Background: an optimization exercise with open tools, aiming at small area. Do not read the settings as production practice.
Function was checked by simulation only, so behaviour that the tests miss may differ from the original.
Power figures rest on the tool's default switching activity, not on a simulated workload.

==> flow/design.v <==
module regfile_sb #(
  parameter int N  = 5,
  parameter int W  = 32,
  parameter int NR = 2
) (
  input  logic            clk,
  input  logic            rst,
  input  logic [NR*N-1:0] rd_addr,
  output logic [NR*W-1:0] rd_data,
  output logic [NR-1:0]   rd_ready,
  input  logic            we,
  input  logic [N-1:0]    wr_addr,
  input  logic [W-1:0]    wr_data,
  input  logic            alloc,
  input  logic [N-1:0]    alloc_addr,
  input  logic            clear_req,
  output logic            clear_busy,
  output logic            clear_done
);
  localparam int DEPTH = 2**N;
  logic [W-1:0]     r_regs [1:DEPTH-1];
  logic [DEPTH-1:0] r_valid;
  logic [DEPTH-1:0] r_busy;
  logic [N-1:0]     r_cnt;
  logic             r_clear_busy;
  logic             r_clear_done;
  logic [DEPTH-1:0] wr_dec;
  logic [DEPTH-1:0] al_dec;
  logic [DEPTH-1:0] wr_dec_n;
  logic [3:0] wr_lo;
  logic [DEPTH/4-1:0] wr_hi;
  always_comb begin
    for (int m = 0; m < 4; m++) wr_lo[m] = (wr_addr[1:0] == 2'(m));
    for (int j = 0; j < DEPTH/4; j++) wr_hi[j] = we && (wr_addr[N-1:2] == (N-2)'(j));
    for (int i = 0; i < DEPTH; i++) al_dec[i] = alloc && (alloc_addr == N'(i)) && (i != 0);
  end
  assign wr_dec[0]   = 1'b0;
  assign wr_dec_n[0] = 1'b1;
  for (genvar i = 1; i < DEPTH; i++) begin : g_wdec
    regfile_sb_and2  u_en  (.a(wr_hi[i/4]), .b(wr_lo[i%4]), .y(wr_dec[i]));
    regfile_sb_nand2 u_enn (.a(wr_hi[i/4]), .b(wr_lo[i%4]), .y(wr_dec_n[i]));
  end
  for (genvar i = 1; i < DEPTH; i++) begin : g_regs
    logic [W-1:0] nxt;
    for (genvar b = 0; b < W; b++) begin : g_bit
      regfile_sb_a22o u_hold (.a1(wr_dec[i]), .a2(wr_data[b]), .b1(wr_dec_n[i]), .b2(r_regs[i][b]), .y(nxt[b]));
    end
    always_ff @(posedge clk) r_regs[i] <= nxt;
  end
  always_ff @(posedge clk or negedge rst) begin
    if (!rst) begin
      r_valid      <= '0;
      r_busy       <= '0;
      r_cnt        <= '0;
      r_clear_busy <= 1'b0;
      r_clear_done <= 1'b0;
    end else begin
      r_clear_done <= 1'b0;
      if (!r_clear_busy) begin
        r_valid <= r_valid | wr_dec;
        r_busy  <= (r_busy & ~wr_dec) | al_dec;
        if (clear_req) r_clear_busy <= 1'b1;
      end else begin
        r_valid <= '0;
        r_busy  <= '0;
        r_cnt   <= r_cnt + N'(1);
        if (r_cnt == N'(DEPTH - 1)) begin
          r_clear_busy <= 1'b0;
          r_clear_done <= 1'b1;
        end
      end
    end
  end
  logic [DEPTH-1:0] rd_ok;
  always_comb begin
    rd_ok[0] = 1'b0;
    for (int i = 1; i < DEPTH; i++) rd_ok[i] = r_valid[i] && !wr_dec[i] && !r_clear_busy;
  end
  for (genvar k = 0; k < NR; k++) begin : g_rd
    logic [N-1:0]     ra;
    logic             az, fwd;
    logic [DEPTH-1:0] ra_dec;
    logic [DEPTH-1:0] sel;
    logic [3:0]       ra_lo;
    logic [DEPTH/4-1:0] ra_hi;
    logic             rdy;
    assign ra = rd_addr[k*N +: N];
    assign az = (ra == '0);
    assign fwd = we && (wr_addr == ra);
    always_comb begin
      for (int m = 0; m < 4; m++) ra_lo[m] = (ra[1:0] == 2'(m));
      for (int j = 0; j < DEPTH/4; j++) ra_hi[j] = (ra[N-1:2] == (N-2)'(j));
      for (int i = 0; i < DEPTH; i++) ra_dec[i] = (ra == N'(i));
      rdy    = 1'b0;
      for (int i = 1; i < DEPTH; i++) rdy = rdy | (ra_dec[i] && !r_busy[i]);
    end
    assign sel[0] = fwd && !az && !r_clear_busy;
    for (genvar i = 1; i < DEPTH; i++) begin : g_sel
      regfile_sb_and3 u_sel (.a(ra_hi[i/4]), .b(ra_lo[i%4]), .c(rd_ok[i]), .y(sel[i]));
    end
    for (genvar b = 0; b < W; b++) begin : g_bit
      logic [DEPTH-1:0] col;
      assign col[0] = wr_data[b];
      for (genvar i = 1; i < DEPTH; i++) begin : g_col
        assign col[i] = r_regs[i][b];
      end
      regfile_sb_rdbit u_rd (.s(sel), .d(col), .y(rd_data[k*W + b]));
    end
    assign rd_ready[k] = az || (!r_clear_busy && (fwd || rdy));
  end
  assign clear_busy = r_clear_busy;
  assign clear_done = r_clear_done;
endmodule
module regfile_sb_a22o (
  input  logic a1, a2, b1, b2,
  output logic y
);
  assign y = (a1 & a2) | (b1 & b2);
endmodule
module regfile_sb_and2 (
  input  logic a, b,
  output logic y
);
  assign y = a & b;
endmodule
module regfile_sb_nand2 (
  input  logic a, b,
  output logic y
);
  assign y = ~(a & b);
endmodule
module regfile_sb_and3 (
  input  logic a, b, c,
  output logic y
);
  assign y = a & b & c;
endmodule
module regfile_sb_aoi222 (
  input  logic a1, a2, b1, b2, c1, c2,
  output logic y
);
  assign y = ~((a1 & a2) | (b1 & b2) | (c1 & c2));
endmodule
module regfile_sb_aoi22 (
  input  logic a1, a2, b1, b2,
  output logic y
);
  assign y = ~((a1 & a2) | (b1 & b2));
endmodule
module regfile_sb_nand4 (
  input  logic a, b, c, d,
  output logic y
);
  assign y = ~(a & b & c & d);
endmodule
module regfile_sb_nand3 (
  input  logic a, b, c,
  output logic y
);
  assign y = ~(a & b & c);
endmodule
module regfile_sb_or3 (
  input  logic a, b, c,
  output logic y
);
  assign y = a | b | c;
endmodule
module regfile_sb_rdbit (
  input  logic [31:0] s,
  input  logic [31:0] d,
  output logic        y
);
  logic [10:0] n;
  for (genvar g = 0; g < 10; g++) begin : g_aoi
    regfile_sb_aoi222 u (.a1(s[3*g]), .a2(d[3*g]), .b1(s[3*g+1]), .b2(d[3*g+1]),
                         .c1(s[3*g+2]), .c2(d[3*g+2]), .y(n[g]));
  end
  regfile_sb_aoi22 u_last (.a1(s[30]), .a2(d[30]), .b1(s[31]), .b2(d[31]), .y(n[10]));
  logic [2:0] o;
  regfile_sb_nand4 u_n0 (.a(n[0]), .b(n[1]), .c(n[2]),  .d(n[3]), .y(o[0]));
  regfile_sb_nand4 u_n1 (.a(n[4]), .b(n[5]), .c(n[6]),  .d(n[7]), .y(o[1]));
  regfile_sb_nand3 u_n2 (.a(n[8]), .b(n[9]), .c(n[10]), .y(o[2]));
  regfile_sb_or3   u_o  (.a(o[0]), .b(o[1]), .c(o[2]), .y(y));
endmodule
clock: 6.5 ns
lec_check: 0
cap_margin: 10
core_margin: 2
core_utilization: 40
setup_slack_margin: 0.3
slew_margin: 10
synth_hierarchical: 1
standard.sh (not shown) runs the stock make flow with config.mk's settings and CLKGATE_MAP_FILE= SYNTH_SCRIPT=/design/flow/synth_recipe.tcl, a recipe that flattens the netlist after the stock synthesis.
==> flow/flow/run.sh <==
#!/bin/bash
# Own layout flow: the standard flow (standard.sh), with these changes to the
# ORFS steps it runs:
#  - port buffers use the smallest buffer cell (every port still gets a buffer);
#  - clock tree synthesis clusters more sinks per buffer and inserts no dummy loads;
# Each tool's output goes to a log file of its own in this folder.
set -euo pipefail
export BUFFER_PORTS_ARGS="-buffer_cell sky130_fd_sc_hd__buf_1"
export CTS_ARGS="-sink_clustering_enable -repair_clock_nets -dont_use_dummy_load -sink_clustering_size 16 -sink_clustering_max_diameter 60 -buf_list sky130_fd_sc_hd__clkbuf_8"
bash standard.sh synth > synth.log 2>&1
bash standard.sh > layout.log 2>&1
Then changed:
--- a/flow/design.v
+++ b/flow/design.v
@@ -138,47 +138,36 @@
 module regfile_sb_aoi222 (
   input  logic a1, a2, b1, b2, c1, c2,
   output logic y
 );
   assign y = ~((a1 & a2) | (b1 & b2) | (c1 & c2));
 endmodule
-module regfile_sb_aoi22 (
-  input  logic a1, a2, b1, b2,
-  output logic y
-);
-  assign y = ~((a1 & a2) | (b1 & b2));
-endmodule
 module regfile_sb_nand4 (
   input  logic a, b, c, d,
   output logic y
 );
   assign y = ~(a & b & c & d);
-endmodule
-module regfile_sb_nand3 (
-  input  logic a, b, c,
-  output logic y
-);
-  assign y = ~(a & b & c);
 endmodule
 module regfile_sb_or3 (
   input  logic a, b, c,
   output logic y
 );
   assign y = a | b | c;
 endmodule
 module regfile_sb_rdbit (
   input  logic [31:0] s,
   input  logic [31:0] d,
   output logic        y
 );
-  logic [10:0] n;
-  for (genvar g = 0; g < 10; g++) begin : g_aoi
-    regfile_sb_aoi222 u (.a1(s[3*g]), .a2(d[3*g]), .b1(s[3*g+1]), .b2(d[3*g+1]),
-                         .c1(s[3*g+2]), .c2(d[3*g+2]), .y(n[g]));
+  logic [11:0] g;
+  for (genvar k = 0; k < 10; k++) begin : g_aoi
+    regfile_sb_aoi222 u (.a1(s[3*k]), .a2(d[3*k]), .b1(s[3*k+1]), .b2(d[3*k+1]),
+                         .c1(s[3*k+2]), .c2(d[3*k+2]), .y(g[k]));
   end
-  regfile_sb_aoi22 u_last (.a1(s[30]), .a2(d[30]), .b1(s[31]), .b2(d[31]), .y(n[10]));
-  logic [2:0] o;
-  regfile_sb_nand4 u_n0 (.a(n[0]), .b(n[1]), .c(n[2]),  .d(n[3]), .y(o[0]));
-  regfile_sb_nand4 u_n1 (.a(n[4]), .b(n[5]), .c(n[6]),  .d(n[7]), .y(o[1]));
-  regfile_sb_nand3 u_n2 (.a(n[8]), .b(n[9]), .c(n[10]), .y(o[2]));
-  regfile_sb_or3   u_o  (.a(o[0]), .b(o[1]), .c(o[2]), .y(y));
+  regfile_sb_nand2 u_n30 (.a(s[30]), .b(d[30]), .y(g[10]));
+  regfile_sb_nand2 u_n31 (.a(s[31]), .b(d[31]), .y(g[11]));
+  logic [2:0] h;
+  for (genvar k = 0; k < 3; k++) begin : g_nand
+    regfile_sb_nand4 u (.a(g[4*k]), .b(g[4*k+1]), .c(g[4*k+2]), .d(g[4*k+3]), .y(h[k]));
+  end
+  regfile_sb_or3 u_o (.a(h[0]), .b(h[1]), .c(h[2]), .y(y));
 endmodule
The new run completed with no timing, DRC or antenna violations. Sequential power barely changes. Wire length increases by 3.5%. Clock-buffer cell count is higher by 4. Synthesized cell count went up by about 1.8%. Cell count went up by 1.4%. Maximum frequency shrinks by 1.8%. First-iteration DRC count drops by 0.65%. Sequential share of layout area rose by 0.18 points. Setup slack loses 0.11 ns. Power rises by 0.78%. Critical path depth came out higher by 2. Area after synthesis drops by about 0.6%. Final area fell by 0.38%. Via count rises by about 1.5%.

re-timing with driven ports:
The results above use ideal ports. As a check the final layouts listed here were re-extracted and re-timed, cells and wires unchanged. Step 1 sets driving cells, clkbuf_16 on the clock port and buf_2 on the other inputs (assumed; they add their load-dependent delay and slew). Step 2 moves the port delays by t, midway between the first and last clock arrival at a register: inputs arrive t later, outputs are due t later. That takes back most of the time a late clock gives input paths. a / b / c = ideal ports / drivers / drivers and shift; a / b = the first two.
run	t (ns)	setup slack, ns	slew at the worst register clock pin (ns)	cell pins on the clock port's net
the first run	0.804	0.364 / 0.340 / 0.340	0.11 / 0.11	1
the second run	0.820	0.255 / 0.234 / 0.234	0.11 / 0.11	1
After both steps setup and hold are still met in every run listed. For the first run, which loses most, drivers alone change the setup slack by -0.024 ns; drivers and shift together by -0.024 ns.
